Context: an optimization exercise on an open-source flow, tuned for small area and a short achievable clock period. The choices shown serve that exercise and are no tape-out recipe.
Power is estimated from default activity; no workload was simulated.

## xgmii_rx_stats_top
module xgmii_rx_stats_top (
    input  logic          sys_clk,
    input  logic          sys_rst,
    input  logic [255:0]  xgmii_rxd,
    input  logic [31:0]   xgmii_rxc,
    input  logic          clear,
    output logic          sec_tick,
    output logic [63:0]   rx_pps,
    output logic [63:0]   rx_throughput,
    output logic [63:0]   rx_errors
);
For scale: ~3200 cells after synthesis, roughly 430 flip-flops, ~480 I/O pins, roughly 27000 sq um of cells after synthesis.
export LEC_CHECK = 0
export CAP_MARGIN = 20
export CORE_MARGIN = 2
export CORE_UTILIZATION = 40
export CTS_CLUSTER_DIAMETER = 100
export CTS_CLUSTER_SIZE = 24
export SLEW_MARGIN = 20
create_clock -name core_clock -period 20.0 [get_ports {sys_clk}]
standard.sh (not shown) runs the stock make flow with config.mk's settings and CLKGATE_MAP_FILE= SYNTH_SCRIPT=/design/flow/synth_recipe.tcl, a recipe that flattens the netlist after the stock synthesis.
==> flow/flow/run.sh <==
#!/bin/bash
# The standard layout (standard.sh) with these changes:
#  - synthesis: the standard script (synth_recipe.tcl) with ABC run on
#    flow/map.abc instead of ORFS's speed script, and adders left to ABC
#    (no full-adder cell mapping); registers are mapped exactly as before;
#  - port buffers are plain buf_1 cells;
#  - timing repair aims SETUP_SLACK_MARGIN ns beyond the constraint.
set -euo pipefail
here=$(pwd)
export MY_ABC_SCRIPT=$here/flow/map.abc
export ADDER_MAP_FILE=
export BUFFER_PORTS_ARGS="-buffer_cell sky130_fd_sc_hd__buf_1"
export SETUP_SLACK_MARGIN=${SETUP_SLACK_MARGIN:-12.25}
sed "s#SYNTH_SCRIPT=[^ ]*#SYNTH_SCRIPT=$here/flow/synth.tcl#" standard.sh > standard_own.sh
grep -q "SYNTH_SCRIPT=$here/flow/synth.tcl" standard_own.sh
bash standard_own.sh > flow_make.log 2>&1
==> flow/flow/map.abc <==
strash
&get -n
&syn2
&dch -f
&nf
&put
buffer -c
upsize -c
dnsize -c
==> flow/flow/synth.tcl <==
proc synth {args} { yosys synth -nofsm -noshare {*}$args }
proc abc {args} {
  set i [lsearch -exact $args -script]
  if { $i >= 0 && [info exists ::env(MY_ABC_SCRIPT)] && $::env(MY_ABC_SCRIPT) ne "" } {
    lset args [expr { $i + 1 }] $::env(MY_ABC_SCRIPT)
  }
  yosys abc {*}$args
}
source $::env(SCRIPTS_DIR)/synth.tcl
# left out here: clear keep_hierarchy, flatten, clean up, hide names made inside functions, write 1_2_yosys.v
The starting point finished clean.
Rerun with:
--- a/flow/flow/run.sh
+++ b/flow/flow/run.sh
@@ -13 +13 @@
-export SETUP_SLACK_MARGIN=${SETUP_SLACK_MARGIN:-12.25}
+export SETUP_SLACK_MARGIN=${SETUP_SLACK_MARGIN:-12}
Result: Cell count goes down by 0.64%; routed wire length goes down by 1.9%; register-to-register slack is worse by 0.12 ns; setup slack is worse by 0.011 ns; core utilization goes down by 0.65 points.
No run of this note included a check of the RTL's function; only the layout flow was run.

---

Another version of the RTL of xgmii_rx_stats_top (not shown whole).
Size in the first run: roughly 3,400 cells after synthesis, ~430 flip-flops, roughly 0.030 mm^2 of cells after synthesis.
export LEC_CHECK = 0
export CAP_MARGIN = 20
export CORE_MARGIN = 2
export CORE_UTILIZATION = 40
export SLEW_MARGIN = 20
create_clock -name core_clock -period 20.0 [get_ports {sys_clk}]
run.sh (not shown) runs the stock make flow with config.mk's settings and CLKGATE_MAP_FILE= SYNTH_SCRIPT=/design/flow/synth_recipe.tcl, a recipe that flattens the netlist after the stock synthesis.
Stock flow here: none of the scripts above is used.
Change:
==> flow/flow/run.sh (new file) <==
#!/bin/bash
set -euo pipefail
export BUFFER_PORTS_ARGS="-buffer_cell sky130_fd_sc_hd__buf_1"
bash standard.sh > flow_make.log 2>&1
==> flow/standard.sh (new file) <==
#!/bin/bash
# synth_recipe.tcl (not shown) runs the flow's synth.tcl, then flattens the netlist and writes it again
# the make line also repeats each setting of config.mk as NAME=value (left out here)
make -C /OpenROAD-flow-scripts/flow DESIGN_CONFIG=/design/flow/config.mk WORK_HOME=/design/flow/orfs CLKGATE_MAP_FILE= SYNTH_SCRIPT=/design/flow/synth_recipe.tcl "${@:-finish}"
--- a/flow/config.mk
+++ b/flow/config.mk
@@ -7,2 +7,3 @@
 export LEC_CHECK = 0
+export ABC_CLOCK_PERIOD_IN_PS = 3000
 export CAP_MARGIN = 20
removed: flow/run.sh
After rerunning: Combinational power hardly moves; register-to-register slack improved by 100 ps; first-iteration DRC count goes up by 15%; clock-buffer cell count goes up by 3; synthesized area does not change; power goes down by 0.90%; synthesized cell count stays the same; cell count is about the same; flip-flop and latch count does not change; setup slack improved by 490 ps.
Change:
--- a/flow/config.mk
+++ b/flow/config.mk
@@ -7,6 +7,6 @@
 export LEC_CHECK = 0
-export ABC_CLOCK_PERIOD_IN_PS = 3000
 export CAP_MARGIN = 20
 export CORE_MARGIN = 2
-export CORE_UTILIZATION = 40
+export CORE_UTILIZATION = 60
+export CTS_BUF_LIST = sky130_fd_sc_hd__clkbuf_4 sky130_fd_sc_hd__clkbuf_8
 export SLEW_MARGIN = 20
=> Clock-buffer cell count went up by 36. Cell area went down by 1.7%. Final cell count went down by 5.6%. Setup slack gets better by 60 ps. Fmax went up by 0.59%. Area after synthesis stays the same. Global-route usage went up by 9.6 points. Core utilization went up by 22 points.
No run of this note included a check of the RTL's function; only the layout flow was run.

==> separate check: timing with driven ports <==
The flow's constraints put no driver on any port. The routed layouts listed below were extracted and timed again, unchanged, in two steps. Step 1 (the two cells are an assumption about what drives the block):
set clk [get_ports {sys_clk}]
set_driving_cell -lib_cell sky130_fd_sc_hd__clkbuf_16 $clk
set_driving_cell -lib_cell sky130_fd_sc_hd__buf_2 [delete_from_list [all_inputs] $clk]
Step 2, shift: input delay + t, output delay - t, t = (earliest + latest rising clock arrival at the registers) / 2. This alone moves slack from input paths to output paths. a / b / c = no drivers / after step 1 / after step 2; a / b = the first two.
run	shift t [ns]	setup slack, ns	worst hold slack (ns)	slew at the worst register clock pin (ns)
the first run of note 1	0.627	12.216 / 12.243 / 11.616	0.484 / 0.484 / 0.484	0.11 / 0.11
the second run of note 1	0.641	12.205 / 12.240 / 11.599	0.481 / 0.481 / 0.481	0.10 / 0.10
the first run of note 2	0.651	9.244 / 9.279 / 8.627	0.463 / 0.463 / 0.463	0.07 / 0.07
the second run of note 2	0.657	9.732 / 9.772 / 9.116	0.464 / 0.464 / 0.464	0.06 / 0.06
the third run of note 2	0.686	9.792 / 9.827 / 9.140	0.468 / 0.468 / 0.468	0.06 / 0.06
After both steps setup and hold are still met in every run listed. For the third run of note 2, which loses most, drivers alone change the setup slack by +0.035 ns; drivers and shift together by -0.652 ns.
